This is an optimization exercise on Yosys and OpenROAD, whose aim is small area, not a production implementation.
The RTL was checked by simulation tests, not by an equivalence proof against the original design.
Power is estimated from default activity; no workload was simulated.

Design cb_quant_top, start of the top module:
module cb_quant_top (
    input  logic             clk,
    input  logic             rst,
    input  logic             enable,
    input  logic [64*11-1:0] coef_in,
    output logic [64*11-1:0] q_out,
    output logic             out_enable
);
export LEC_CHECK = 0
export CAP_MARGIN = 20
export CORE_AREA = 5 5 275 275
export CTS_CLUSTER_DIAMETER = 80
export CTS_CLUSTER_SIZE = 20
export DIE_AREA = 0 0 280 280
export GPL_TIMING_DRIVEN = 0
export SLEW_MARGIN = 20
create_clock -name core_clock -period 5.0 [get_ports {clk}]
standard.sh (not shown) runs the stock make flow with config.mk's settings and CLKGATE_MAP_FILE= SYNTH_SCRIPT=/design/flow/synth_recipe.tcl, a recipe that flattens the netlist after the stock synthesis.
==> flow/flow/run.sh <==
#!/bin/bash
# Layout flow: the standard.sh (ORFS synthesis to finish) with these changes:
#  - synthesis maps the logic with ABC's area mapper (abc_amap.script) instead of the
#    timing-driven map + upsize script, and does not extract half/full adder cells;
#    registers, flattening and naming are those of the standard synthesis
#  - pass-through output wires get buf_1 instead of buf_4 in synthesis
#  - each port gets the smallest buffer (buf_1) instead of the default delay buffer
#  - placement is not timing driven (its trial buffering kept ~250 buffers); the
#    synthesis pass-through buffers are removed before port buffering instead
#  - pins may sit one routing track apart (the clock pin is fixed apart from the
#    rest, pre_io.tcl), so the die is sized by area rather than by pin count
# Every tool's output goes to its own log here (ORFS keeps per-step logs in orfs/logs).
set -euo pipefail
HERE=$PWD
sed -e "s#log_cmd abc {\*}\$abc_args#log_cmd abc -script $HERE/flow/abc_amap.script {*}[lrange \$abc_args 2 end]#" \
    "$FLOW_HOME/scripts/synth.tcl" > synth_mod.tcl
grep -q "abc_amap.script" synth_mod.tcl
sed -e "s#source \$::env(SCRIPTS_DIR)/synth.tcl#source $HERE/synth_mod.tcl#" synth_recipe.tcl > my_synth.tcl
grep -q "synth_mod.tcl" my_synth.tcl
sed -e "s#SYNTH_SCRIPT=[^ ]*#SYNTH_SCRIPT=$HERE/my_synth.tcl ADDER_MAP_FILE= 'MIN_BUF_CELL_AND_PORTS=sky130_fd_sc_hd__buf_1 A X'#" standard.sh > my_standard.sh
grep -q "my_synth.tcl" my_standard.sh
export BUFFER_PORTS_ARGS="-buffer_cell sky130_fd_sc_hd__buf_1"
export PRE_GLOBAL_PLACE_TCL=$HERE/flow/pre_gpl.tcl
export PRE_IO_PLACEMENT_TCL=$HERE/flow/pre_io.tcl
export PLACE_PINS_ARGS="-min_distance 1 -min_distance_in_tracks"
bash my_standard.sh > flow_make.log 2>&1
==> flow/flow/abc_amap.script <==
strash
dc2
dch -f
amap
topo
==> flow/flow/pre_gpl.tcl <==
# Drop the buffers synthesis put on pass-through output wires before the ports are
# buffered (the standard flow does this only in timing-driven placement)
remove_buffers
==> flow/flow/pre_io.tcl <==
# Fix the clock pin in the middle of the left edge and keep the other pins 5 um
# away from it: the other pins may sit one routing track apart, but the clock
# net needs more room beside its pin
set die [ord::get_die_area]
set ymid [expr {([lindex $die 1] + [lindex $die 3]) / 2.0}]
place_pin -pin_name clk -layer met3 -location [list 0 $ymid] -pin_size {1.0 0.3} -force_to_die_boundary
exclude_io_pin_region -region left:[expr {$ymid - 5}]-[expr {$ymid + 5}]
Change:
--- a/flow/flow/run.sh
+++ b/flow/flow/run.sh
@@ -9,4 +9,2 @@
 #    synthesis pass-through buffers are removed before port buffering instead
-#  - pins may sit one routing track apart (the clock pin is fixed apart from the
-#    rest, pre_io.tcl), so the die is sized by area rather than by pin count
 # Every tool's output goes to its own log here (ORFS keeps per-step logs in orfs/logs).
@@ -23,4 +21,2 @@
 export PRE_GLOBAL_PLACE_TCL=$HERE/flow/pre_gpl.tcl
-export PRE_IO_PLACEMENT_TCL=$HERE/flow/pre_io.tcl
-export PLACE_PINS_ARGS="-min_distance 1 -min_distance_in_tracks"
 bash my_standard.sh > flow_make.log 2>&1
CORE_AREA = 5 5 485 485   (was 5 5 275 275)
CTS_BUF_LIST = sky130_fd_sc_hd__clkbuf_4 sky130_fd_sc_hd__clkbuf_8   (was not set)
DIE_AREA = 0 0 490 490   (was 0 0 280 280)
removed: flow/flow/pre_io.tcl
What happened: Area after synthesis does not change. Setup slack improves by 16 ps. Count of clock-buffer cells in the layout climbs by 13.
Change:
--- a/flow/flow/run.sh
+++ b/flow/flow/run.sh
@@ -9,2 +9,4 @@
 #    synthesis pass-through buffers are removed before port buffering instead
+#  - pins may sit one routing track apart (the clock pin is fixed apart from the
+#    rest, pre_io.tcl), so the die is sized by area rather than by pin count
 # Every tool's output goes to its own log here (ORFS keeps per-step logs in orfs/logs).
@@ -21,2 +23,4 @@
 export PRE_GLOBAL_PLACE_TCL=$HERE/flow/pre_gpl.tcl
+export PRE_IO_PLACEMENT_TCL=$HERE/flow/pre_io.tcl
+export PLACE_PINS_ARGS="-min_distance 1 -min_distance_in_tracks"
 bash my_standard.sh > flow_make.log 2>&1
==> flow/flow/pre_io.tcl (new file) <==
# Fix the clock pin in the middle of the left edge and keep the other pins 5 um
# away from it: the other pins may sit one routing track apart, but the clock
# net needs more room beside its pin
set die [ord::get_die_area]
set ymid [expr {([lindex $die 1] + [lindex $die 3]) / 2.0}]
place_pin -pin_name clk -layer met3 -location [list 0 $ymid] -pin_size {1.0 0.3} -force_to_die_boundary
exclude_io_pin_region -region left:[expr {$ymid - 5}]-[expr {$ymid + 5}]
CORE_AREA = 5 5 295 295   (was 5 5 485 485)
CTS_BUF_LIST = not set   (was sky130_fd_sc_hd__clkbuf_4 sky130_fd_sc_hd__clkbuf_8)
CTS_CLUSTER_DIAMETER = 100   (was 80)
CTS_CLUSTER_SIZE = 30   (was 20)
DIE_AREA = 0 0 300 300   (was 0 0 490 490)
Clock skew is unchanged. Total power goes down by 7.4%. Critical path depth goes up by 2. Cell area goes down by 6.4%. Wire length goes down by 34%. Worst setup slack improves by 93 ps. Sequential share of layout area goes up by 1.3 points.
Change:
--- a/flow/flow/run.sh
+++ b/flow/flow/run.sh
@@ -9,4 +9,2 @@
 #    synthesis pass-through buffers are removed before port buffering instead
-#  - pins may sit one routing track apart (the clock pin is fixed apart from the
-#    rest, pre_io.tcl), so the die is sized by area rather than by pin count
 # Every tool's output goes to its own log here (ORFS keeps per-step logs in orfs/logs).
@@ -23,4 +21,2 @@
 export PRE_GLOBAL_PLACE_TCL=$HERE/flow/pre_gpl.tcl
-export PRE_IO_PLACEMENT_TCL=$HERE/flow/pre_io.tcl
-export PLACE_PINS_ARGS="-min_distance 1 -min_distance_in_tracks"
 bash my_standard.sh > flow_make.log 2>&1
CORE_AREA = 5 5 485 485   (was 5 5 295 295)
CTS_CLUSTER_DIAMETER = 80   (was 100)
CTS_CLUSTER_SIZE = 20   (was 30)
DIE_AREA = 0 0 490 490   (was 0 0 300 300)
removed: flow/flow/pre_io.tcl
Outcome: Worst setup slack degrades by 37 ps. Sequential power rose by about 2%. Die area rose to 2.7 times its value. Cell area rose by 8.6%. Cell count rose by 28%. Global-route usage fell by 10 points. Total power rose by about 19%. Synthesized cell count stays the same.
Change:
--- a/flow/flow/run.sh
+++ b/flow/flow/run.sh
@@ -9,2 +9,4 @@
 #    synthesis pass-through buffers are removed before port buffering instead
+#  - pins may sit one routing track apart (the clock pin is fixed apart from the
+#    rest, pre_io.tcl), so the die is sized by area rather than by pin count
 # Every tool's output goes to its own log here (ORFS keeps per-step logs in orfs/logs).
@@ -21,2 +23,4 @@
 export PRE_GLOBAL_PLACE_TCL=$HERE/flow/pre_gpl.tcl
+export PRE_IO_PLACEMENT_TCL=$HERE/flow/pre_io.tcl
+export PLACE_PINS_ARGS="-min_distance 1 -min_distance_in_tracks"
 bash my_standard.sh > flow_make.log 2>&1
==> flow/flow/pre_io.tcl (new file) <==
# Fix the clock pin in the middle of the left edge and keep the other pins 5 um
# away from it: the other pins may sit one routing track apart, but the clock
# net needs more room beside its pin
set die [ord::get_die_area]
set ymid [expr {([lindex $die 1] + [lindex $die 3]) / 2.0}]
place_pin -pin_name clk -layer met3 -location [list 0 $ymid] -pin_size {1.0 0.3} -force_to_die_boundary
exclude_io_pin_region -region left:[expr {$ymid - 5}]-[expr {$ymid + 5}]
CORE_AREA = 5 5 295 295   (was 5 5 485 485)
CTS_CLUSTER_DIAMETER = 120   (was 80)
CTS_CLUSTER_SIZE = 30   (was 20)
DIE_AREA = 0 0 300 300   (was 0 0 490 490)
Clock-buffer cell count is lower by 31.
Final cell count came out lower by 22%.
Setup slack improved by 78 ps.
Die area shrinks by 63%.
Change:
--- a/flow/flow/run.sh
+++ b/flow/flow/run.sh
@@ -7,6 +7,2 @@
 #  - each port gets the smallest buffer (buf_1) instead of the default delay buffer
-#  - placement is not timing driven (its trial buffering kept ~250 buffers); the
-#    synthesis pass-through buffers are removed before port buffering instead
-#  - pins may sit one routing track apart (the clock pin is fixed apart from the
-#    rest, pre_io.tcl), so the die is sized by area rather than by pin count
 # Every tool's output goes to its own log here (ORFS keeps per-step logs in orfs/logs).
@@ -22,5 +18,2 @@
 export BUFFER_PORTS_ARGS="-buffer_cell sky130_fd_sc_hd__buf_1"
-export PRE_GLOBAL_PLACE_TCL=$HERE/flow/pre_gpl.tcl
-export PRE_IO_PLACEMENT_TCL=$HERE/flow/pre_io.tcl
-export PLACE_PINS_ARGS="-min_distance 1 -min_distance_in_tracks"
 bash my_standard.sh > flow_make.log 2>&1
==> flow/flow/abc_amap.script (replaced) <==
strash
dch
amap
topo
CORE_AREA = 5 5 485 485   (was 5 5 295 295)
CTS_CLUSTER_DIAMETER = not set   (was 120)
CTS_CLUSTER_SIZE = not set   (was 30)
DIE_AREA = 0 0 490 490   (was 0 0 300 300)
GPL_TIMING_DRIVEN = not set   (was 0)
removed: flow/flow/pre_gpl.tcl
removed: flow/flow/pre_io.tcl
Combinational power is higher by about a fifth.
Die area is higher to 2.7 times its value.
Worst setup slack improves by 61 ps.
Power is higher by a quarter to a third.
Sequential power is higher by a few percent.
Cell area is higher by about a fifth.

* * *

Setup of run 5:
cb_quant_top, a different RTL version from the one above (not shown whole).
For scale: roughly 340 flip-flops, roughly 39000 um^2 of cells after synthesis.
Settings: LEC_CHECK=0, CAP_MARGIN=20, CORE_MARGIN=2, CORE_UTILIZATION=40, SLEW_MARGIN=20; clock period 5.0 ns.
run.sh (not shown) runs the stock make flow with config.mk's settings and CLKGATE_MAP_FILE= SYNTH_SCRIPT=/design/flow/synth_recipe.tcl, a recipe that flattens the netlist after the stock synthesis.
Stock flow here: none of the scripts above is used.
For run 5, the flow was terminated by a tool error in I/O pin placement and produced no final design.
### run 5 -> run 4
--- a/flow/config.mk
+++ b/flow/config.mk
@@ -9,2 +9,2 @@
-export CORE_MARGIN = 2
-export CORE_UTILIZATION = 40
+export CORE_AREA = 5 5 485 485
+export DIE_AREA = 0 0 490 490
==> run notes <==
No stage failed in run 4, and the final checks on the layout all came back clean.
Run 4 against run 5: number of rows in the core area +about 54%; mean instance size in the synthesized netlist ~0 delta; synthesized-area fraction occupied by ao, oa, aoi and oai cells ~0 delta; width of the die +55%; synthesized cell count ~0 delta.
Run 4: chip height higher than run 5

==> afterwards: timing with drivers on the ports <==
In the flow no input, the clock included, has a driving cell. The finished layouts below were timed again as built, in two steps.
Step 1 assumes that a clkbuf_16 drives the clock port and a buf_2 every other input.
Step 2, shift: input delay + t, output delay - t, t = (earliest + latest rising clock arrival at the registers) / 2. This alone moves slack from input paths to output paths.
a / b / c = ideal ports / drivers / drivers and shift; a / b = the first two.
run | shift t [ns] | setup slack, ns | hold slack, ns | worst setup path after step 2 | pins driven straight from the clock port
the first run of note 1 | 0.608 | 0.202 / 0.213 / -0.395 | 0.435 / 0.435 / 0.435 | input to register | 1
the second run of note 1 | 0.833 | 0.218 / 0.233 / -0.600 | 0.442 / 0.442 / 0.442 | input to register | 1
the third run of note 1 | 0.631 | 0.311 / 0.284 / -0.347 | 0.442 / 0.442 / 0.442 | input to register | 1
the fourth run of note 1 | 0.728 | 0.275 / 0.289 / -0.439 | 0.440 / 0.440 / 0.440 | input to register | 1
the fifth run of note 1 | 0.625 | 0.352 / 0.326 / -0.299 | 0.444 / 0.444 / 0.444 | input to register | 1
the sixth run of note 1 | 0.742 | 0.413 / 0.450 / -0.292 | 0.457 / 0.457 / 0.457 | input to register | 1
run 4 | 0.736 | 0.224 / 0.268 / -0.468 | 0.462 / 0.462 / 0.462 | input to register | 1
Met with ideal ports but missed after step 2: setup timing in every run listed. For the second run of note 1, which loses most, drivers alone change the setup slack by +0.015 ns; drivers and shift together by -0.818 ns.
